Background: an optimization exercise with open tools, aiming at small area. Do not read the settings as production practice. In this exercise RTL edits were held to simulation tests only and were not proved equivalent to the original. Power and IR drop assume default switching activity.

==> design/flow/design.v <==
module prog_memory_loader #(
    parameter int ADDR_W  = 8,
    parameter int INSTR_W = 17,
    parameter int DEPTH   = 256
) (
    input  logic               clk,
    input  logic               reset,
    input  logic               load_start,
    input  logic               load_valid,
    input  logic [INSTR_W-1:0] load_data,
    input  logic               load_end,
    output logic               load_ready,
    output logic [ADDR_W:0]    load_count,
    output logic               load_ovf,
    output logic               busy,
    input  logic               fetch_req,
    input  logic [ADDR_W-1:0]  fetch_addr,
    output logic [INSTR_W-1:0] fetch_data,
    output logic               fetch_valid
);
    localparam int NB = 8;               
    localparam int BW = 3;               
    localparam int HW = ADDR_W - BW;     
    localparam int NG = DEPTH / NB - 1;  
    localparam int NR = NG * NB;         
    logic               st_load_q, st_run_q;
    logic [ADDR_W:0]    load_count_q;
    logic               load_ovf_q;
    logic               fetch_valid_q;
    logic [INSTR_W-1:0] fetch_data_q;
    logic [BW-1:0]      tl_q;            
    logic [HW-1:0]      th_q;            
    logic               full, we;
    assign full        = load_count_q[ADDR_W];
    assign busy        = st_load_q;
    assign load_ready  = st_load_q && !full;
    assign load_count  = load_count_q;
    assign load_ovf    = load_ovf_q;
    assign fetch_data  = fetch_data_q;
    assign fetch_valid = fetch_valid_q;
    assign we = reset && !load_start && st_load_q && load_valid && !full;
    logic [BW-1:0] tln;
    logic [HW-1:0] thn;
    assign tln = tl_q + 1'b1;
    assign thn = (tl_q != '1) ? th_q : (th_q == HW'(NG - 1)) ? '0 : th_q + 1'b1;
    always_ff @(posedge clk) begin
        tl_q <= tln;
        th_q <= thn;
        if (!reset) begin
            st_load_q     <= 1'b0;
            st_run_q      <= 1'b0;
            load_count_q  <= '0;
            load_ovf_q    <= 1'b0;
            fetch_valid_q <= 1'b0;
        end else begin
            fetch_valid_q <= fetch_req && !st_load_q;
            if (load_start) begin
                st_load_q    <= 1'b1;
                st_run_q     <= 1'b0;
                load_count_q <= '0;
                load_ovf_q   <= 1'b0;
            end else if (st_load_q) begin
                if (load_valid) begin
                    if (!full) load_count_q <= load_count_q + 1'b1;
                    else       load_ovf_q   <= 1'b1;
                end
                if (load_end) begin
                    st_load_q <= 1'b0;
                    st_run_q  <= 1'b1;
                end
            end
        end
    end
    logic we_low, we_ring;
    assign we_low  = we && (load_count_q[ADDR_W-1:BW] == '0);
    assign we_ring = we && (load_count_q[ADDR_W-1:BW] != '0);
    logic [INSTR_W-1:0] low_q [NB];
    logic [INSTR_W-1:0] low_d [NB];
    genvar gi;
    generate
        for (gi = 0; gi < NB; gi++) begin : g_low
            logic wr, wr_n;
            assign wr   = we_low && load_count_q[BW-1:0] == BW'(gi);
            assign wr_n = !wr;
            for (genvar j = 0; j < INSTR_W; j++) begin : g_bit
                pml_ao22 u_hold (.a (load_data[j]), .sa (wr), .b (low_q[gi][j]), .sb (wr_n), .y (low_d[gi][j]));
            end
            always_ff @(posedge clk) low_q[gi] <= low_d[gi];
        end
    endgenerate
    logic [INSTR_W-1:0] dd_q [NB];
    logic [ADDR_W-1:0]  da_q [NB];
    logic [NB-1:0]      dv_q;
    logic [NB-1:0]      imatch;
    logic               ins;
    logic [HW-1:0]      ihi;
    logic [HW:0]        ipd;
    logic [HW-1:0]      ipt;
    logic [INSTR_W-1:0] idata;
    always_ff @(posedge clk) begin
        dd_q[0] <= load_data;
        da_q[0] <= load_count_q[ADDR_W-1:0];
        dv_q[0] <= we_ring;
        for (int s = 1; s < NB; s++) begin
            dd_q[s] <= dd_q[s-1];
            da_q[s] <= da_q[s-1];
            dv_q[s] <= dv_q[s-1];
        end
    end
    always_comb begin
        idata = '0;
        ihi   = '0;
        for (int s = 0; s < NB; s++) begin
            imatch[s] = dv_q[s] && (da_q[s][BW-1:0] == tln);
            idata = idata | (dd_q[s] & {INSTR_W{imatch[s]}});
            ihi   = ihi | (da_q[s][ADDR_W-1:BW] & {HW{imatch[s]}});
        end
    end
    assign ins = |imatch;
    assign ipd = {1'b0, ihi} - 1'b1 - {1'b0, thn};
    assign ipt = ipd[HW] ? HW'(ipd[HW-1:0] + HW'(NG)) : ipd[HW-1:0];
    logic [INSTR_W-1:0] ring_q [NR];
    generate
        for (gi = 0; gi < NR; gi++) begin : g_pos
            if (gi % NB == 0) begin : g_ins
                logic sel, sel_n;
                logic [INSTR_W-1:0] d;
                assign sel   = ins && (ipt == HW'(gi / NB));
                assign sel_n = !sel;
                for (genvar j = 0; j < INSTR_W; j++) begin : g_bit
                    pml_ao22 u_ins (
                        .a (idata[j]), .sa (sel), .b (ring_q[(gi + 1) % NR][j]), .sb (sel_n), .y (d[j])
                    );
                end
                always_ff @(posedge clk)
                    ring_q[gi] <= d;
            end else begin : g_fwd
                always_ff @(posedge clk)
                    ring_q[gi] <= ring_q[(gi + 1) % NR];
            end
        end
    endgenerate
    logic [HW:0]        c0_q, c1_q;      
    logic [HW:0]        c0_d, c1_d;
    logic [BW-1:0]      rl;
    logic               rb;
    logic [HW:0]        x0, x1;
    logic [HW-1:0]      rg0, rg1, rg;
    logic               is_low;
    logic [NB-1:0]      rlo;
    logic [NG-1:0]      rhi;
    logic [DEPTH-1:0]   rsel;
    logic [INSTR_W-1:0] src [DEPTH];
    logic [INSTR_W-1:0] tree;
    logic [NB-1:0]      bmatch;
    logic               hit;
    logic [INSTR_W-1:0] bdata;
    assign c0_d = {1'b0, thn} + 1'b1;
    assign c1_d = {1'b0, thn} + 2'd2;
    always_ff @(posedge clk) begin
        c0_q <= c0_d;
        c1_q <= c1_d;
    end
    assign {rb, rl} = {1'b0, fetch_addr[BW-1:0]} - {1'b0, tl_q};
    assign x0  = {1'b0, fetch_addr[ADDR_W-1:BW]} - c0_q;
    assign x1  = {1'b0, fetch_addr[ADDR_W-1:BW]} - c1_q;
    assign rg0 = x0[HW] ? HW'(x0[HW-1:0] + HW'(NG)) : x0[HW-1:0];
    assign rg1 = x1[HW] ? HW'(x1[HW-1:0] + HW'(NG)) : x1[HW-1:0];
    assign rg  = rb ? rg1 : rg0;
    assign is_low = (fetch_addr[ADDR_W-1:BW] == '0);
    always_comb begin
        for (int k = 0; k < NB; k++) rlo[k] = (rl == BW'(k));
        for (int k = 0; k < NG; k++) rhi[k] = !is_low && (rg == HW'(k));
        for (int i = 0; i < NR; i++) rsel[i] = rhi[i/NB] && rlo[i%NB];
        for (int i = 0; i < NB; i++) rsel[NR+i] = is_low && (fetch_addr[BW-1:0] == BW'(i));
        for (int i = 0; i < NR; i++) src[i] = ring_q[i];
        for (int i = 0; i < NB; i++) src[NR+i] = low_q[i];
    end
    localparam int NT = (DEPTH + 2) / 3;
    generate
        for (gi = 0; gi < INSTR_W; gi++) begin : g_col
            logic [NT-1:0] grp_n;
            for (genvar g = 0; g < NT; g++) begin : g_grp
                if (3*g + 2 < DEPTH) begin : g_full
                    pml_rd3 u_rd (
                        .d   ({src[3*g+2][gi], src[3*g+1][gi], src[3*g][gi]}),
                        .s   (rsel[3*g+2:3*g]),
                        .y_n (grp_n[g])
                    );
                end else begin : g_part
                    assign grp_n[g] = ~(src[3*g][gi] & rsel[3*g]);
                end
            end
            assign tree[gi] = ~&grp_n;
        end
    endgenerate
    always_comb begin
        bdata = '0;
        for (int s = 0; s < NB; s++) begin
            bmatch[s] = dv_q[s] && (da_q[s] == fetch_addr);
            bdata = bdata | (dd_q[s] & {INSTR_W{bmatch[s]}});
        end
    end
    assign hit = |bmatch;
    always_ff @(posedge clk) begin
        if (!st_run_q) fetch_data_q <= '0;
        else if (hit)  fetch_data_q <= bdata;
        else           fetch_data_q <= tree;
    end
endmodule
module pml_rd3 (
    input  logic [2:0] d,
    input  logic [2:0] s,
    output logic       y_n
);
    assign y_n = ~((d[0] & s[0]) | (d[1] & s[1]) | (d[2] & s[2]));
endmodule
module pml_ao22 (
    input  logic a,
    input  logic sa,
    input  logic b,
    input  logic sb,
    output logic y
);
    assign y = (a & sa) | (b & sb);
endmodule
==> design/flow/run.sh <==
#!/bin/bash
# synth_recipe.tcl (not shown) runs the flow's synth.tcl, then flattens the netlist and writes it again
# the make line also repeats each setting of config.mk as NAME=value (left out here)
make -C /OpenROAD-flow-scripts/flow DESIGN_CONFIG=/design/flow/config.mk WORK_HOME=/design/flow/orfs CLKGATE_MAP_FILE= SYNTH_SCRIPT=/design/flow/synth_recipe.tcl finish
==> design/flow/config.mk <==
export PLATFORM = sky130hd
export DESIGN_NAME = prog_memory_loader
export DESIGN_NICKNAME = prog_memory_loader
export VERILOG_FILES = /design/flow/design.v
export SDC_FILE = /design/flow/constraint.sdc
export NUM_CORES = 4
export LEC_CHECK = 0
export CAP_MARGIN = 20
export CORE_MARGIN = 2
export CORE_UTILIZATION = 45
export CTS_CLUSTER_DIAMETER = 60
export CTS_CLUSTER_SIZE = 30
export SLEW_MARGIN = 20
export SYNTH_HIERARCHICAL = 1
export SYNTH_MEMORY_MAX_BITS = 8192
==> design/flow/constraint.sdc <==
create_clock -name core_clock -period 7.0 [get_ports {clk}]
set_input_delay 1.4000 -clock core_clock [delete_from_list [all_inputs] [get_ports {clk}]]
set_output_delay 1.4000 -clock core_clock [all_outputs]
set_load 0.01 [all_outputs]
==> impl_metrics.prom, run 1 <==
# TYPE chip_impl_metric gauge
chip_impl_metric{name="clock_skew",unit="ns"} 0.0927
chip_impl_info{name="tritoncts",value="built"} 1
chip_impl_metric{name="global_route.usage.total",unit=""} 0.329
chip_impl_metric{name="peakVddDrop",unit="V"} 0.000218
chip_impl_metric{name="num_vias",unit=""} 88500
chip_impl_metric{name="dieHeight",unit="um"} 527
chip_impl_metric{name="dieWidth",unit="um"} 527
chip_impl_metric{name="antenna_found_initial",unit=""} 42
chip_impl_metric{name="gp_congestion",unit=""} 0.998
chip_impl_metric{name="viasPerCell",unit=""} 6.65
chip_impl_metric{name="layout_worst_path_cycle_share",unit=""} 1.00
chip_impl_metric{name="ant_nets",unit=""} 0
chip_impl_metric{name="syn_inst",unit=""} 8424
chip_impl_metric{name="clk_lat_worst_skew",unit="ns"} 0.98
chip_impl_metric{name="floorplan.die_area",unit="sq um"} 278000
chip_impl_metric{name="critical_path_required",unit="ns"} 7.86
chip_impl_metric{name="synth_seq_cells",unit=""} 4609
chip_impl_metric{name="post_cts.repair.setup_buffers",unit=""} 0
chip_impl_metric{name="cts_sinks",unit=""} 4609
chip_impl_metric{name="post_synthesis_instance_area",unit="sq um"} 123000
chip_impl_metric{name="worst_setup_hold_path_clk_slew",unit="ns"} 0.11
chip_impl_metric{name="globalRoute.totalOverflow",unit=""} 0
chip_impl_metric{name="layout-drive-gt1-share",unit=""} 0.168
chip_impl_metric{name="synth_area_per_cell",unit="sq um"} 14.6
chip_impl_info{name="rsz0062_at_grt",value="false"} 1
chip_impl_metric{name="design_power_total",unit="W"} 0.0435
chip_impl_metric{name="avgRoutedWirePerCell",unit="um"} 35.7
chip_impl_metric{name="maxSlewViolCount",unit=""} 0
chip_impl_metric{name="power.density_cell_area",unit="nW/um^2"} 299
chip_impl_info{name="yosys_most_used_dff",value="sky130_fd_sc_hd__dfxtp_1"} 1
chip_impl_info{name="netlist.top_cell.by_area",value="sky130_fd_sc_hd__dfxtp_1"} 1
chip_impl_metric{name="ys_types",unit=""} 67
chip_impl_metric{name="worst_hold_slack",unit="ns"} 0.307
chip_impl_metric{name="fp-row-count",unit=""} 192
chip_impl_metric{name="grt_first_pass_wirelength",unit="um"} 653000
chip_impl_metric{name="power.static_leakage",unit="nW"} 54.4
chip_impl_metric{name="htree_levels",unit=""} 4
chip_impl_metric{name="post-place-cells",unit=""} 12900
chip_impl_info{name="timing.hold.worst.class",value="reg -> reg"} 1
chip_impl_metric{name="numPortBuffers",unit=""} 60
chip_impl_metric{name="drt_drc_violations_left",unit=""} 0
chip_impl_metric{name="max_slew.worst_pin.slew",unit="ns"} 1.36
chip_impl_metric{name="drtIter0Drc",unit=""} 19100
chip_impl_info{name="so_faults",value="negative setup slack"} 1
chip_impl_metric{name="final_cells",unit=""} 13300
chip_impl_metric{name="setup_viol",unit=""} 1
chip_impl_metric{name="multi_input_comb_area",unit="sq um"} 31800
chip_impl_info{name="synth.top_cells.by_area",value="sky130_fd_sc_hd__dfxtp_1 75%, sky130_fd_sc_hd__a222oi_1 12%, sky130_fd_sc_hd__a22o_1 4.8%"} 1
chip_impl_metric{name="final_critical_path_setup_slack",unit="ns"} -0.0300
chip_impl_metric{name="timing.fmax",unit="MHz"} 142
chip_impl_metric{name="pin_count_of_the_biggest_net_entering_global_routing",unit=""} 35
chip_impl_metric{name="cp_data_arrival_time",unit="ns"} 7.89
chip_impl_info{name="run_status",value="finished with violations"} 1
chip_impl_metric{name="cts-buffers-inserted",unit=""} 227
chip_impl_info{name="cp-start-kind",value="input port"} 1
chip_impl_metric{name="design.core.area",unit="sq um"} 273000
chip_impl_metric{name="clk_path_buf_depth",unit=""} 4
chip_impl_metric{name="synth_nets",unit=""} 8492
chip_impl_metric{name="area.sequential",unit="sq um"} 92300
chip_impl_info{name="endpoint_kind",value="flip-flop"} 1
chip_impl_info{name="cts_root_buf",value="sky130_fd_sc_hd__clkbuf_16"} 1
chip_impl_metric{name="fin_crit",unit="ns"} 7.03
chip_impl_metric{name="first_pass_iters",unit=""} 14
chip_impl_info{name="hp-start",value="ring_q[238][1]$_DFF_P_"} 1
chip_impl_metric{name="place_hpwl",unit="um"} 341000
chip_impl_metric{name="yosys_warnings",unit=""} 18
chip_impl_metric{name="netlist.area_leader.share",unit=""} 0.749
chip_impl_metric{name="seq_area_frac_synth",unit=""} 0.749
chip_impl_metric{name="boundaryPins",unit=""} 61
chip_impl_info{name="worst_setup_path_startpoint",value="fetch_addr[4]"} 1
chip_impl_metric{name="aggregate_routed_wire_length",unit="um"} 476000
chip_impl_metric{name="postSynth.asyncResetShare",unit=""} 0
chip_impl_metric{name="fin_nets",unit=""} 9594
chip_impl_metric{name="synth-edff-count",unit=""} 0
chip_impl_metric{name="path_max_fanout",unit=""} 17
chip_impl_metric{name="n_fill_cell",unit=""} 22500
chip_impl_info{name="regToRegStartpoint",value="tl_q[0]$_DFF_P_"} 1
chip_impl_metric{name="first_global_vias",unit=""} 83500
chip_impl_metric{name="drv.max_cap_violation_count",unit=""} 0
chip_impl_metric{name="synthToLayoutAreaGrowth",unit="%"} 18.2
chip_impl_info{name="crit_type",value="in -> reg"} 1
chip_impl_metric{name="hold_violations",unit=""} 0
chip_impl_metric{name="slew_headroom",unit=""} 0.0847
chip_impl_metric{name="initial_core_util",unit=""} 0.451
metal layers:
layer | vias up | share of wire | GRT usage
met3 | 888 | 0.12 | 0.0866
met1 | 44800 | 0.40 | 0.459
li1 | 37000 | - | -
met2 | 5749 | 0.42 | 0.476
met5 | - | 0.00034 | 0
met4 | 24 | 0.052 | 0.151
critical path: stages:
cell	delay, ns
sky130_fd_sc_hd__clkdlybuf4s50_1	0.71
sky130_fd_sc_hd__ha_1	0.31
sky130_fd_sc_hd__nor2b_1	0.15
sky130_fd_sc_hd__o2111ai_1	0.36
sky130_fd_sc_hd__nand3_1	0.21
sky130_fd_sc_hd__a211o_1	0.37
sky130_fd_sc_hd__mux2i_1	0.21
sky130_fd_sc_hd__or3_2	0.18
sky130_fd_sc_hd__buf_12	0.18
sky130_fd_sc_hd__buf_4	0.22
sky130_fd_sc_hd__buf_4	0.18
sky130_fd_sc_hd__nor3_2	0.05
sky130_fd_sc_hd__buf_4	0.22
sky130_fd_sc_hd__a222oi_1	0.65
sky130_fd_sc_hd__buf_4	0.23
sky130_fd_sc_hd__nand4_1	0.19
sky130_fd_sc_hd__nor4_1	1.06
sky130_fd_sc_hd__nand4_1	0.40
sky130_fd_sc_hd__nor3_1	0.27
sky130_fd_sc_hd__nand4_1	0.15
sky130_fd_sc_hd__o211a_1	0.16
cell families (layout without fill, tap and decap cells):
kind of cell,Yosys count,in the layout,share of synthesized area
compound gates,2365,2365,0.181
simple gates,1112,1112,0.0507
mux,15,15,0.00132
fa+ha+maj,37,37,0.00400
buf+inv,174,1454,0.00589
flops,4609,4609,0.749
xor+xnor,112,112,0.00803
other cells,0,21,0
worst paths after layout:
kind                                endpoint  slack (ns)  cells after the start
setup / recovery  fetch_data_q[7]$_SDFF_PN0_       -0.03                     21
hold / removal        ring_q[237][1]$_DFF_P_        0.31                      0
setup reg to reg      ring_q[240][9]$_DFF_P_        0.27                     19
hold reg to reg       ring_q[237][1]$_DFF_P_        0.31                      0
Yosys stat by module (local to each module, per instance):
module              cell area [sq um]  copies in the design
pml_rd3                          10.0                  1445
pml_ao22                         8.76                   663
prog_memory_loader             103000                     1
power by group:
group / switching, W / internal, W
clock: 0.00947 / 0.00690
sequential: 0.0000626 / 0.0263
combinational: 0.000582 / 0.000240
cell type report:
type | instances | share of cell area
inverters | 45 | 0.00116
clock buffers | 245 | 0.0403
repair buffers | 1002 | 0.0596
well taps | 3589 | 0.0309
multi-input cells | 3641 | 0.218
clock inverters | 162 | 0.0153
diodes | 21 | 0.000361
flip-flops and latches | 4609 | 0.634
Yosys cell counts, types with 3 or more instances:
library cell / instances
sky130_fd_sc_hd__nor3_2: 30
sky130_fd_sc_hd__or4_1: 9
sky130_fd_sc_hd__nor4_1: 96
sky130_fd_sc_hd__nand3_1: 67
sky130_fd_sc_hd__and2_1: 6
sky130_fd_sc_hd__ha_1: 33
sky130_fd_sc_hd__a222oi_1: 1445
sky130_fd_sc_hd__o211a_1: 18
sky130_fd_sc_hd__mux2i_1: 8
sky130_fd_sc_hd__buf_2: 21
sky130_fd_sc_hd__buf_1: 4
sky130_fd_sc_hd__nor3_1: 251
sky130_fd_sc_hd__nand2b_1: 5
sky130_fd_sc_hd__buf_4: 4
sky130_fd_sc_hd__nor2b_1: 7
sky130_fd_sc_hd__dfxtp_1: 4609
sky130_fd_sc_hd__a221oi_1: 17
sky130_fd_sc_hd__nand4_1: 407
sky130_fd_sc_hd__a211oi_1: 3
sky130_fd_sc_hd__a22oi_1: 123
sky130_fd_sc_hd__and4_1: 8
sky130_fd_sc_hd__and2_4: 4
sky130_fd_sc_hd__clkbuf_1: 95
sky130_fd_sc_hd__mux2_2: 6
sky130_fd_sc_hd__nor2_1: 80
sky130_fd_sc_hd__or2_1: 4
sky130_fd_sc_hd__o21a_1: 5
sky130_fd_sc_hd__o21ai_0: 7
sky130_fd_sc_hd__or3_1: 4
sky130_fd_sc_hd__o21ai_1: 6
sky130_fd_sc_hd__fa_1: 4
sky130_fd_sc_hd__a21o_1: 8
sky130_fd_sc_hd__xor2_1: 20
sky130_fd_sc_hd__buf_6: 4
sky130_fd_sc_hd__inv_1: 45
sky130_fd_sc_hd__o211ai_1: 5
sky130_fd_sc_hd__xnor2_1: 91
sky130_fd_sc_hd__o2111ai_1: 11
sky130_fd_sc_hd__a22o_1: 680
sky130_fd_sc_hd__a21oi_1: 18
sky130_fd_sc_hd__a31oi_1: 4
sky130_fd_sc_hd__nand2_1: 118
sky130_fd_sc_hd__o2111a_1: 3
placed cells by master (no fill, tap or decap), types with 8 or more instances in the layout:
master                            count
sky130_fd_sc_hd__xor2_1              20
sky130_fd_sc_hd__nand4_1            407
sky130_fd_sc_hd__o211a_1             18
sky130_fd_sc_hd__diode_2             21
sky130_fd_sc_hd__clkinv_2            12
sky130_fd_sc_hd__xnor2_1             91
sky130_fd_sc_hd__inv_8               22
sky130_fd_sc_hd__buf_12              80
sky130_fd_sc_hd__buf_4              858
sky130_fd_sc_hd__inv_6               28
sky130_fd_sc_hd__a22oi_1            123
sky130_fd_sc_hd__o2111ai_1           11
sky130_fd_sc_hd__nor4_1              91
sky130_fd_sc_hd__a222oi_1          1445
sky130_fd_sc_hd__dfxtp_1           4609
sky130_fd_sc_hd__clkdlybuf4s50_1     59
sky130_fd_sc_hd__ha_1                33
sky130_fd_sc_hd__inv_12              18
sky130_fd_sc_hd__a22o_1             680
sky130_fd_sc_hd__clkbuf_8             8
sky130_fd_sc_hd__clkbuf_16          229
sky130_fd_sc_hd__clkinv_4            16
sky130_fd_sc_hd__a221oi_1            17
sky130_fd_sc_hd__clkinv_8            31
sky130_fd_sc_hd__nand3_1             60
sky130_fd_sc_hd__nor3_4              65
sky130_fd_sc_hd__nand2_1            114
sky130_fd_sc_hd__clkbuf_1             8
sky130_fd_sc_hd__or4_1                9
sky130_fd_sc_hd__inv_16              14
sky130_fd_sc_hd__nor3_2             169
sky130_fd_sc_hd__and4_1               8
sky130_fd_sc_hd__nor2_1              76
sky130_fd_sc_hd__clkinvlp_4           8
sky130_fd_sc_hd__a21oi_1             18
sky130_fd_sc_hd__nor3_1              48
sky130_fd_sc_hd__inv_1               45
through the flow:
step	utilization	setup TNS (ns)	setup WS, ns	instance area, sq um
floorplan	-	0	1.19	123000
global route	0.533	0	0.0317	146000
CTS	0.533	0	0.306	145000
detailed placement	0.503	-6.36	-0.693	137000
global placement	0.502	-7.80	-0.657	137000
finish	0.533	-0.0300	-0.0300	146000
what timing repair did:
action                                  4_1_cts  5_1_grt
resized for setup                             0        1
hold buffers                                  0        0
endpoints found under the setup margin        0       10
state kept, by name, indices dropped and copies added (netlist names), 6 cells and up:
signal        flops
low_q           136
dd_q            136
fetch_data_q     17
dv_q              8
da_q             64
load_count_q      9
c0_q              6
ring_q         4216
==> run 2: changes to the inputs <==
--- a/design/flow/config.mk
+++ b/design/flow/config.mk
@@ -10,6 +10,7 @@
 export CORE_UTILIZATION = 45
 export CTS_CLUSTER_DIAMETER = 60
 export CTS_CLUSTER_SIZE = 30
+export SETUP_SLACK_MARGIN = 0.4
 export SLEW_MARGIN = 20
 export SYNTH_HIERARCHICAL = 1
 export SYNTH_MEMORY_MAX_BITS = 8192
==> run 2 against run 1 <==
Now clean on timing, DRC and antenna. Sequential cell count unchanged. Worst hold slack worse by 0.010 ns. Non-clock buffer count up 8. Combinational power up 2.7%. Via count down 0.14%. Critical path depth up 1. Core utilization up 0.093 points. Synthesized cell count unchanged. Fmax up 6.4%. Synthesized area unchanged. Clock power about the same. Largest cell class unchanged. Largest power group unchanged.
==> impl_metrics.prom, run 2 <==
# TYPE chip_impl_metric gauge
chip_impl_info{name="run_status",value="no timing/DRC/antenna violations"} 1
chip_impl_metric{name="synth_seq_cells",unit=""} 4609
chip_impl_metric{name="drt_drc_violations_left",unit=""} 0
chip_impl_info{name="netlist.top_cell.by_area",value="sky130_fd_sc_hd__dfxtp_1"} 1
chip_impl_metric{name="clk_lat_worst_skew",unit="ns"} 0.98
chip_impl_metric{name="power.density_cell_area",unit="nW/um^2"} 299
chip_impl_metric{name="setup_viol",unit=""} 0
chip_impl_metric{name="power.static_leakage",unit="nW"} 54.5
chip_impl_metric{name="netlist.area_leader.share",unit=""} 0.749
chip_impl_metric{name="place_hpwl",unit="um"} 341000
chip_impl_metric{name="ant_nets",unit=""} 0
chip_impl_metric{name="synth-edff-count",unit=""} 0
chip_impl_metric{name="path_max_fanout",unit=""} 15
chip_impl_metric{name="syn_inst",unit=""} 8424
chip_impl_info{name="reg_top3",value="ring_q: 4216 flops, dd_q: 136 flops, low_q: 136 flops"} 1
chip_impl_metric{name="grt_first_pass_wirelength",unit="um"} 653000
chip_impl_metric{name="layout_worst_path_cycle_share",unit=""} 0.944
chip_impl_info{name="tritoncts",value="built"} 1
chip_impl_metric{name="postSynth.asyncResetShare",unit=""} 0
chip_impl_metric{name="numPortBuffers",unit=""} 60
chip_impl_info{name="cts_root_buf",value="sky130_fd_sc_hd__clkbuf_16"} 1
chip_impl_metric{name="clk_path_buf_depth",unit=""} 4
chip_impl_metric{name="fin_nets",unit=""} 9602
chip_impl_metric{name="final_critical_path_setup_slack",unit="ns"} 0.392
chip_impl_info{name="layout.cells.most_common",value="sky130_fd_sc_hd__dfxtp_1"} 1
chip_impl_metric{name="aggregate_routed_wire_length",unit="um"} 477000
chip_impl_metric{name="n_fill_cell",unit=""} 22500
chip_impl_info{name="registers.top_by_ff_count",value="ring_q"} 1
chip_impl_metric{name="final_cells",unit=""} 13300
chip_impl_metric{name="max_slew.worst_pin.slew",unit="ns"} 1.29
chip_impl_info{name="timing.hold.worst.class",value="reg -> reg"} 1
chip_impl_metric{name="synthToLayoutAreaGrowth",unit="%"} 18.4
chip_impl_metric{name="fp-row-count",unit=""} 192
chip_impl_metric{name="combinationalPowerShare",unit=""} 0.019
chip_impl_metric{name="clock_skew",unit="ns"} 0.0982
chip_impl_metric{name="antenna_found_initial",unit=""} 42
chip_impl_metric{name="synth_nets",unit=""} 8492
chip_impl_metric{name="cp_num_buf_inv",unit=""} 7
chip_impl_metric{name="largest_reg_flops",unit=""} 4216
chip_impl_metric{name="timing.fmax",unit="MHz"} 151
chip_impl_metric{name="globalRoute.totalOverflow",unit=""} 0
chip_impl_metric{name="multi_input_comb_area",unit="sq um"} 32000
chip_impl_metric{name="htree_levels",unit=""} 4
chip_impl_metric{name="hold_violations",unit=""} 0
chip_impl_metric{name="p_clk_frac",unit=""} 0.376
chip_impl_metric{name="initial_core_util",unit=""} 0.451
chip_impl_info{name="critPathSlowestCell",value="sky130_fd_sc_hd__a222oi_1"} 1
chip_impl_metric{name="gp_congestion",unit=""} 0.998
chip_impl_metric{name="internal-power",unit="W"} 0.0334
chip_impl_info{name="endpoint_kind",value="flip-flop"} 1
chip_impl_metric{name="worst_setup_hold_path_clk_slew",unit="ns"} 0.11
chip_impl_info{name="mostFrequentLayoutCells",value="4608 x sky130_fd_sc_hd__dfxtp_1, 1445 x sky130_fd_sc_hd__a222oi_1, 865 x sky130_fd_sc_hd__buf_4, 680 x sky130_fd_sc_hd__a22o_1, 407 x sky130_fd_sc_hd__nand4_1"} 1
chip_impl_metric{name="first_global_vias",unit=""} 83500
chip_impl_info{name="crit_type",value="in -> reg"} 1
chip_impl_metric{name="yosys_warnings",unit=""} 18
chip_impl_metric{name="post_synthesis_instance_area",unit="sq um"} 123000
chip_impl_info{name="cp-start-kind",value="input port"} 1
chip_impl_metric{name="avgRoutedWirePerCell",unit="um"} 35.8
chip_impl_metric{name="ys_types",unit=""} 67
chip_impl_metric{name="area.sequential",unit="sq um"} 92300
chip_impl_metric{name="switching_fraction",unit=""} 0.232
chip_impl_info{name="synth.top_cells.by_count",value="4609 x sky130_fd_sc_hd__dfxtp_1, 1445 x sky130_fd_sc_hd__a222oi_1, 680 x sky130_fd_sc_hd__a22o_1"} 1
chip_impl_metric{name="maxSlewViolCount",unit=""} 0
chip_impl_metric{name="first_pass_iters",unit=""} 14
chip_impl_metric{name="boundaryPins",unit=""} 61
chip_impl_metric{name="p_switching",unit="W"} 0.0101
chip_impl_metric{name="cts-buffers-inserted",unit=""} 227
chip_impl_metric{name="slew_headroom",unit=""} 0.136
chip_impl_metric{name="synth_area_per_cell",unit="sq um"} 14.6
chip_impl_metric{name="seq_power_share",unit=""} 0.605
chip_impl_info{name="timing.critical_path.cells",value="clkdlybuf4s50_1, inv_1, ha_1, inv_1, fa_1, inv_1, ha_1, nand4b_1, and3_1, o22ai_1, o21a_4, buf_4, nor3_2, a222oi_1, buf_4, nand4_1, nor4_1, buf_4, nand4_1, nor3_1, nand4_1, o211a_1"} 1
chip_impl_metric{name="drv.max_cap_violation_count",unit=""} 0
chip_impl_metric{name="final_core_utilization",unit=""} 0.534
chip_impl_metric{name="viasPerCell",unit=""} 6.63
chip_impl_metric{name="dieHeight",unit="um"} 527
chip_impl_metric{name="peakVddDrop",unit="V"} 0.000218
chip_impl_metric{name="floorplan.die_area",unit="sq um"} 278000
chip_impl_metric{name="post-place-cells",unit=""} 12900
chip_impl_info{name="synth.top_cells.by_area",value="sky130_fd_sc_hd__dfxtp_1 75%, sky130_fd_sc_hd__a222oi_1 12%, sky130_fd_sc_hd__a22o_1 4.8%"} 1
chip_impl_info{name="rsz0062_at_grt",value="true"} 1
chip_impl_info{name="cp_top_family",value="simple AND/OR/NAND/NOR gates"} 1
chip_impl_metric{name="cp_slowest_stage_delay",unit="ns"} 0.81
chip_impl_metric{name="cts_sinks",unit=""} 4609
chip_impl_metric{name="design.core.area",unit="sq um"} 273000
chip_impl_metric{name="layout-drive-gt1-share",unit=""} 0.172
chip_impl_metric{name="num_vias",unit=""} 88400
chip_impl_metric{name="dieWidth",unit="um"} 527
chip_impl_metric{name="fin_crit",unit="ns"} 6.61
chip_impl_info{name="yosys.cell_count.top_type",value="sky130_fd_sc_hd__dfxtp_1"} 1
chip_impl_metric{name="drtIter0Drc",unit=""} 19100
chip_impl_metric{name="seq_area_frac_synth",unit=""} 0.749
chip_impl_info{name="yosys_most_used_dff",value="sky130_fd_sc_hd__dfxtp_1"} 1
chip_impl_metric{name="critical_path_required",unit="ns"} 7.86
chip_impl_metric{name="global_route.usage.total",unit=""} 0.329
chip_impl_metric{name="dp_worst_setup_slack",unit="ns"} -0.693
chip_impl_metric{name="pin_count_of_the_biggest_net_entering_global_routing",unit=""} 35
chip_impl_metric{name="cp_data_arrival_time",unit="ns"} 7.47
## run 2: changes by cell type in the layout (fill, tap and decap cells not counted), sizes merged
| cell | change |
|---|---|
| buf | +7 |
| diode | -2 |
| clkbuf | +1 |
| clkdlybuf4s50 | -1 |
| clkinvlp | +1 |
| dlymetal6s2s | +1 |
| inv | -1 |
## run 2: routing by layer
layer	up-vias	global-route usage	wire, um
li1	37000	-	-
met1	44700	0.459	191000
met2	5735	0.476	199000
met3	901	0.0873	59800
met4	30	0.151	25700
met5	-	0	199
## run 2: modules after synthesis, one instance, submodules excluded
module / flops+latches / cells
prog_memory_loader: 4609 / 6316
pml_rd3: 0 / 1
pml_ao22: 0 / 1
## run 2: what timing repair did
item | CTS | global route
setup endpoints to repair | 10 | 100
gates resized for setup | 2 | 34
buffers inserted | 0 | 7
pin swaps | 0 | 18
hold buffers | 0 | 0
cloned | 0 | 1
## run 2: final timing paths
path | start | endpoint | slack (ns) | depth (start not counted)
hold / removal | ring_q[238][1]$_DFF_P_ | ring_q[237][1]$_DFF_P_ | 0.30 | 0
hold reg to reg | ring_q[238][1]$_DFF_P_ | ring_q[237][1]$_DFF_P_ | 0.30 | 0
setup / recovery | fetch_addr[3] | fetch_data_q[16]$_SDFF_PN0_ | 0.39 | 22
setup reg to reg | tl_q[0]$_DFF_P_ | ring_q[240][9]$_DFF_P_ | 0.49 | 19
## run 2: area by class of cell
class / count / share of cell area
antenna: 19 / 0.000326
clock buffer: 245 / 0.0403
clock inverter: 162 / 0.0152
inverter: 45 / 0.00118
multi-input combinational: 3641 / 0.219
sequential: 4609 / 0.633
tap: 3589 / 0.0308
timing repair buffer: 1010 / 0.0601
## run 2: power groups by stage
stage	logic [W]	clock network (W)	registers, W
after CTS	0.000790	0.0165	0.0263
after floorplan	0.000284	0	0.0269
after global routing	0.000852	0.0174	0.0264
after detailed placement	0.000787	0	0.0269
after global placement	0.000757	0	0.0269
final	0.000845	0.0164	0.0263
## run 2: worst register-to-register path, cell delays in order (launching register included)
cell and delay [ns]:
sky130_fd_sc_hd__dfxtp_1 0.31, sky130_fd_sc_hd__buf_4 0.20, sky130_fd_sc_hd__ha_1 0.22, sky130_fd_sc_hd__ha_1 0.66
sky130_fd_sc_hd__xnor2_1 0.19, sky130_fd_sc_hd__and4_1 0.42, sky130_fd_sc_hd__a22oi_1 0.15, sky130_fd_sc_hd__nand4_1 0.16
sky130_fd_sc_hd__ha_1 0.19, sky130_fd_sc_hd__inv_1 0.06, sky130_fd_sc_hd__fa_1 0.70, sky130_fd_sc_hd__nand2b_1 0.19
sky130_fd_sc_hd__or3_1 0.41, sky130_fd_sc_hd__or2_0 0.24, sky130_fd_sc_hd__mux2i_1 0.50, sky130_fd_sc_hd__o21ai_2 0.48
sky130_fd_sc_hd__or2_2 0.50, sky130_fd_sc_hd__nor2_2 0.44, sky130_fd_sc_hd__buf_4 0.31, sky130_fd_sc_hd__a22o_1 0.16
## run 2: kinds of logic after synthesis
logic type / Yosys count / share of synthesized area
AO/OA/AOI/OAI: 2365 / 0.181
XOR/XNOR: 112 / 0.00803
adder cells (fa/ha/maj): 37 / 0.00400
buffers and inverters: 174 / 0.00589
flip-flops: 4609 / 0.749
multiplexers: 15 / 0.00132
AND/OR/NAND/NOR: 1112 / 0.0507
## run 2: stage by stage
stage	TNS, ns	cell area [sq um]	hold slack (ns)	total power, W
after floorplan	0	123000	0.330	0.0272
after global placement	-7.80	137000	0.332	0.0277
after detailed placement	-6.36	137000	0.335	0.0277
after CTS	0	145000	0.307	0.0436
after global routing	0	146000	0.318	0.0446
final	0	146000	0.296	0.0436
==> run 3: changes to the inputs <==
==> design/flow/flow/run.sh (new file) <==
#!/bin/bash
# The standard layout (standard.sh), with one change: the clock tree is
# built without dummy loads and with sink clusters of up to 30 flip-flops
# within 60 um, which needs far fewer clock buffers for this flop-heavy design.
# The full output of the ORFS run goes to run_standard.log here; each ORFS
# step also keeps its own log under orfs/logs/.
set -euo pipefail
export CTS_ARGS="-sink_clustering_enable -repair_clock_nets -dont_use_dummy_load -sink_clustering_size 30 -sink_clustering_max_diameter 60"
bash standard.sh > run_standard.log 2>&1
==> design/flow/standard.sh (new file) <==
#!/bin/bash
# synth_recipe.tcl (not shown) runs the flow's synth.tcl, then flattens the netlist and writes it again
# the make line also repeats each setting of config.mk as NAME=value (left out here)
make -C /OpenROAD-flow-scripts/flow DESIGN_CONFIG=/design/flow/config.mk WORK_HOME=/design/flow/orfs CLKGATE_MAP_FILE= SYNTH_SCRIPT=/design/flow/synth_recipe.tcl "${@:-finish}"
--- a/design/flow/config.mk
+++ b/design/flow/config.mk
@@ -10,7 +10,7 @@
 export CORE_UTILIZATION = 45
 export CTS_CLUSTER_DIAMETER = 60
 export CTS_CLUSTER_SIZE = 30
-export SETUP_SLACK_MARGIN = 0.4
+export SETUP_SLACK_MARGIN = 0.5
 export SLEW_MARGIN = 20
 export SYNTH_HIERARCHICAL = 1
 export SYNTH_MEMORY_MAX_BITS = 8192
removed: design/flow/run.sh
==> run 3 against run 2 <==
Critical path depth rose by 1. Critical path type unchanged. Synthesized cell count did not move. Core utilization fell by 0.69 points. Worst setup slack improved by 0.054 ns. Critical endpoint is now fetch_data_q[10]$_SDFF_PN0_. Sequential share of layout area rose by 0.83 points. Synthesized area did not move. Power fell by 5.9%. Wire length rose by 0.25%. Combinational power rose by 8.4%. First-iteration DRC count fell by 0.28%. Clock skew rose by 0.045 ns. Final area fell by 1.3%.
==> impl_metrics.prom, run 3 <==
# TYPE chip_impl_metric gauge
chip_impl_metric{name="seq_power_share",unit=""} 0.642
chip_impl_info{name="yosys.cell_count.top_type",value="sky130_fd_sc_hd__dfxtp_1"} 1
chip_impl_metric{name="fin_nets",unit=""} 9626
chip_impl_metric{name="yosys_warnings",unit=""} 18
chip_impl_metric{name="p_switching",unit="W"} 0.00867
chip_impl_metric{name="maxSlewViolCount",unit=""} 0
chip_impl_metric{name="post-place-cells",unit=""} 12900
chip_impl_metric{name="slew_headroom",unit=""} 0.0903
chip_impl_info{name="timing.critical_path.cells",value="clkdlybuf4s50_1, inv_2, ha_1, inv_1, fa_2, inv_2, ha_1, and4_1, o21a_1, or2_4, a31oi_4, buf_12, buf_8, nor3_2, buf_4, a222oi_1, nand4_1, nor4_1, buf_4, nand4_1, nor3_2, nand4_1, o211a_1"} 1
chip_impl_metric{name="pin_count_of_the_biggest_net_entering_global_routing",unit=""} 35
chip_impl_metric{name="num_vias",unit=""} 88200
chip_impl_metric{name="final_cells",unit=""} 13200
chip_impl_info{name="rsz0062_at_grt",value="true"} 1
chip_impl_metric{name="htree_levels",unit=""} 4
chip_impl_metric{name="synth-simple-area-share",unit=""} 0.0507
chip_impl_info{name="synth.top_cells.by_area",value="sky130_fd_sc_hd__dfxtp_1 75%, sky130_fd_sc_hd__a222oi_1 12%, sky130_fd_sc_hd__a22o_1 4.8%"} 1
chip_impl_metric{name="floorplan.die_area",unit="sq um"} 278000
chip_impl_metric{name="seq_area_frac_synth",unit=""} 0.749
chip_impl_metric{name="setup_viol",unit=""} 0
chip_impl_metric{name="layout_worst_path_cycle_share",unit=""} 0.936
chip_impl_metric{name="global_route.usage.total",unit=""} 0.329
chip_impl_metric{name="grt_first_pass_wirelength",unit="um"} 652000
chip_impl_metric{name="syn_inst",unit=""} 8424
chip_impl_metric{name="synth_nets",unit=""} 8492
chip_impl_metric{name="drtIter0Drc",unit=""} 19000
chip_impl_metric{name="combinationalPowerShare",unit=""} 0.022
chip_impl_metric{name="clk_path_buf_depth",unit=""} 4
chip_impl_info{name="synth_top_family_by_area",value="compound AO/OA/AOI/OAI gates"} 1
chip_impl_info{name="layout.cells.most_common",value="sky130_fd_sc_hd__dfxtp_1"} 1
chip_impl_metric{name="boundaryPins",unit=""} 61
chip_impl_metric{name="synth-xor-area-share",unit=""} 0.00803
chip_impl_metric{name="path_max_fanout",unit=""} 9
chip_impl_metric{name="design.core.area",unit="sq um"} 273000
chip_impl_metric{name="ant_nets",unit=""} 0
chip_impl_info{name="regToRegStartpoint",value="tl_q[0]$_DFF_P_"} 1
chip_impl_metric{name="layout-drive-gt1-share",unit=""} 0.162
chip_impl_metric{name="r2r_cells",unit=""} 18
chip_impl_metric{name="netlist.area_leader.share",unit=""} 0.749
chip_impl_metric{name="gp_congestion",unit=""} 0.998
chip_impl_metric{name="post_synthesis_instance_area",unit="sq um"} 123000
chip_impl_metric{name="fin_crit",unit="ns"} 6.55
chip_impl_metric{name="clk_lat_worst_skew",unit="ns"} 0.98
chip_impl_metric{name="muxShareOfSynthArea",unit=""} 0.00132
chip_impl_metric{name="peakVddDrop",unit="V"} 0.000211
chip_impl_metric{name="cp_num_buf_inv",unit=""} 8
chip_impl_metric{name="r2r_slack",unit="ns"} 0.62
chip_impl_info{name="whs_endpoint",value="ring_q[10][2]$_DFF_P_"} 1
chip_impl_metric{name="hold-path-cell-count",unit=""} 0
chip_impl_metric{name="synth_fa_ha_area_frac",unit=""} 0.00400
chip_impl_metric{name="cp_data_arrival_time",unit="ns"} 7.40
chip_impl_metric{name="synth_compound_gate_area_share",unit=""} 0.181
chip_impl_metric{name="hold_violations",unit=""} 0
chip_impl_metric{name="power.density_cell_area",unit="nW/um^2"} 285
chip_impl_info{name="cp_top_family",value="simple AND/OR/NAND/NOR gates"} 1
chip_impl_metric{name="internal-power",unit="W"} 0.0323
chip_impl_info{name="netlist.top_cell.by_area",value="sky130_fd_sc_hd__dfxtp_1"} 1
chip_impl_info{name="cp-start-kind",value="input port"} 1
chip_impl_metric{name="viasPerCell",unit=""} 6.70
chip_impl_info{name="endpoint_kind",value="flip-flop"} 1
chip_impl_metric{name="avgRoutedWirePerCell",unit="um"} 36.3
chip_impl_metric{name="synth_seq_cells",unit=""} 4609
chip_impl_metric{name="p_clk_frac",unit=""} 0.335
chip_impl_metric{name="clock_skew",unit="ns"} 0.143
chip_impl_metric{name="cts-buffers-inserted",unit=""} 227
chip_impl_info{name="crit_type",value="in -> reg"} 1
chip_impl_metric{name="largest_reg_flops",unit=""} 4216
chip_impl_info{name="timing.hold.worst.class",value="reg -> reg"} 1
chip_impl_info{name="registers.top_by_ff_count",value="ring_q"} 1
chip_impl_info{name="cts_root_buf",value="sky130_fd_sc_hd__clkbuf_16"} 1
chip_impl_metric{name="power.static_leakage",unit="nW"} 53.7
chip_impl_metric{name="first_global_vias",unit=""} 83100
chip_impl_info{name="yosys_most_used_dff",value="sky130_fd_sc_hd__dfxtp_1"} 1
chip_impl_info{name="critPathSlowestCell",value="sky130_fd_sc_hd__a222oi_1"} 1
chip_impl_metric{name="synth_area_per_cell",unit="sq um"} 14.6
chip_impl_info{name="hp-start",value="ring_q[11][2]$_DFF_P_"} 1
chip_impl_metric{name="max_slew.worst_pin.slew",unit="ns"} 1.36
chip_impl_metric{name="cts_hold_buf",unit=""} 0
chip_impl_metric{name="totalNegativeSetupSlack",unit="ns"} 0
chip_impl_metric{name="synth-edff-count",unit=""} 0
chip_impl_metric{name="postSynth.asyncResetShare",unit=""} 0
chip_impl_metric{name="worst_hold_slack",unit="ns"} 0.262
chip_impl_metric{name="aggregate_routed_wire_length",unit="um"} 478000
chip_impl_metric{name="design_power_total",unit="W"} 0.0410
chip_impl_info{name="worstReg2RegEnd",value="ring_q[192][1]$_DFF_P_"} 1
chip_impl_metric{name="numPortBuffers",unit=""} 60
chip_impl_metric{name="ys_types",unit=""} 67
chip_impl_metric{name="initial_core_util",unit=""} 0.451
chip_impl_metric{name="timing.fmax",unit="MHz"} 153
chip_impl_metric{name="synthToLayoutAreaGrowth",unit="%"} 16.8
chip_impl_info{name="crit_path_frequent_cell",value="sky130_fd_sc_hd__nand4_1"} 1
chip_impl_metric{name="antenna_found_initial",unit=""} 31
chip_impl_metric{name="drv.max_cap_violation_count",unit=""} 0
chip_impl_info{name="run_status",value="no timing/DRC/antenna violations"} 1
chip_impl_metric{name="cts_sinks",unit=""} 4609
chip_impl_metric{name="dieWidth",unit="um"} 527
chip_impl_metric{name="switching_fraction",unit=""} 0.212
chip_impl_metric{name="globalRoute.totalOverflow",unit=""} 0
chip_impl_info{name="synth.top_cells.by_count",value="4609 x sky130_fd_sc_hd__dfxtp_1, 1445 x sky130_fd_sc_hd__a222oi_1, 680 x sky130_fd_sc_hd__a22o_1"} 1
chip_impl_metric{name="first_pass_iters",unit=""} 14
chip_impl_info{name="reg_top3",value="ring_q: 4216 flops, dd_q: 136 flops, low_q: 136 flops"} 1
chip_impl_metric{name="dieHeight",unit="um"} 527
chip_impl_metric{name="worst_setup_hold_path_clk_slew",unit="ns"} 0.11
chip_impl_metric{name="critical_path_required",unit="ns"} 7.85
chip_impl_metric{name="cp_slowest_stage_delay",unit="ns"} 0.77
chip_impl_info{name="tritoncts",value="built"} 1
chip_impl_info{name="mostFrequentLayoutCells",value="4609 x sky130_fd_sc_hd__dfxtp_1, 1445 x sky130_fd_sc_hd__a222oi_1, 877 x sky130_fd_sc_hd__buf_4, 680 x sky130_fd_sc_hd__a22o_1, 407 x sky130_fd_sc_hd__nand4_1"} 1
chip_impl_metric{name="place_hpwl",unit="um"} 341000
chip_impl_metric{name="drt_drc_violations_left",unit=""} 0
chip_impl_metric{name="fp-row-count",unit=""} 192
-- run 3: layer usage --
metal	GRT usage	share of wire	vias up
met3	0.0842	0.12	863
met2	0.478	0.42	5732
met1	0.459	0.40	44700
met4	0.144	0.051	18
met5	0.00797	0.00086	-
li1	-	-	36900
-- run 3: Yosys stat by module (local to each module, per instance) --
module / flip-flops and latches / copies in the design / cells / area (sq um)
pml_rd3: 0 / 1445 / 1 / 10.0
pml_ao22: 0 / 663 / 1 / 8.76
prog_memory_loader: 4609 / 1 / 6316 / 103000
-- run 3: layout make-up --
class / instances / area (sq um)
clock buffers: 227 / 5680
fillers: 22600 / 129000
inverters: 45 / 169
diodes: 24 / 60.1
well taps: 3589 / 4490
flip-flops and latches: 4609 / 92300
multi-input cells: 3642 / 32200
repair buffers: 1033 / 9070
-- run 3: per-stage QoR --
step / instance area [sq um] / util / setup slack, ns
CTS: 143000 / 0.524 / 0.519
detailed placement: 137000 / 0.503 / -0.693
floorplan: 123000 / - / 1.19
global route: 144000 / 0.527 / 0.357
finish: 144000 / 0.527 / 0.446
global placement: 137000 / 0.502 / -0.657
-- run 3: timing repair --
action	in CTS	in global routing
hold endpoints to repair	0	0
buffers inserted	0	28
resized for setup	8	69
pin swaps	2	36
cloned	0	3
endpoints found under the setup margin	31	102
-- run 3: power by group through the flow --
stage               sequential (W)  combinational (W)  clock [W]
floorplan                   0.0269           0.000284          0
global placement            0.0269           0.000757          0
detailed placement          0.0269           0.000787          0
CTS                         0.0263           0.000790     0.0138
global route                0.0264           0.000923     0.0148
finish                      0.0263           0.000916     0.0138
-- run 3: kinds of logic after synthesis --
logic type	Yosys count
buf+inv	174
xor+xnor	112
fa+ha+maj	37
compound gates	2365
simple gates	1112
mux	15
flops	4609
-- run 3: how the worst max path moves through the flow --
stage / start / to / slack [ns] / depth (start not counted)
global route: fetch_addr[3] / fetch_data_q[10]$_SDFF_PN0_ / 0.36 / 25
floorplan: fetch_addr[3] / fetch_data_q[15]$_SDFF_PN0_ / 1.19 / 19
CTS: fetch_addr[3] / fetch_data_q[5]$_SDFF_PN0_ / 0.52 / 24
detailed placement: fetch_addr[4] / fetch_data_q[7]$_SDFF_PN0_ / -0.69 / 21
global placement: fetch_addr[3] / fetch_data_q[5]$_SDFF_PN0_ / -0.66 / 24
finish: fetch_addr[3] / fetch_data_q[10]$_SDFF_PN0_ / 0.45 / 23

## what the ideal ports hide
The results above use ideal ports. As a check the final layouts listed here were re-extracted and re-timed, cells and wires unchanged. Step 1 sets driving cells, clkbuf_16 on the clock port and buf_2 on the other inputs (assumed; they add their load-dependent delay and slew). Step 2 also shifts input and output timing later by t, the mid clock arrival at the registers, as if the neighbouring blocks saw the same clock. Three values: ideal, step 1, step 2; two values: the first two.
run | t, ns | slack for setup (ns) | worst setup path at the end | cell pins on the clock port's net
run 1 | 1.031 | -0.030 / 0.042 / -0.989 | input to register | 1
run 2 | 1.032 | 0.392 / 0.460 / -0.572 | input to register | 1
run 3 | 1.006 | 0.446 / 0.512 / -0.494 | input to register | 1
Met with ideal ports but missed after step 2: setup timing in run 2 and run 3. For run 2, which loses most, drivers alone change the setup slack by +0.068 ns; drivers and shift together by -0.964 ns.
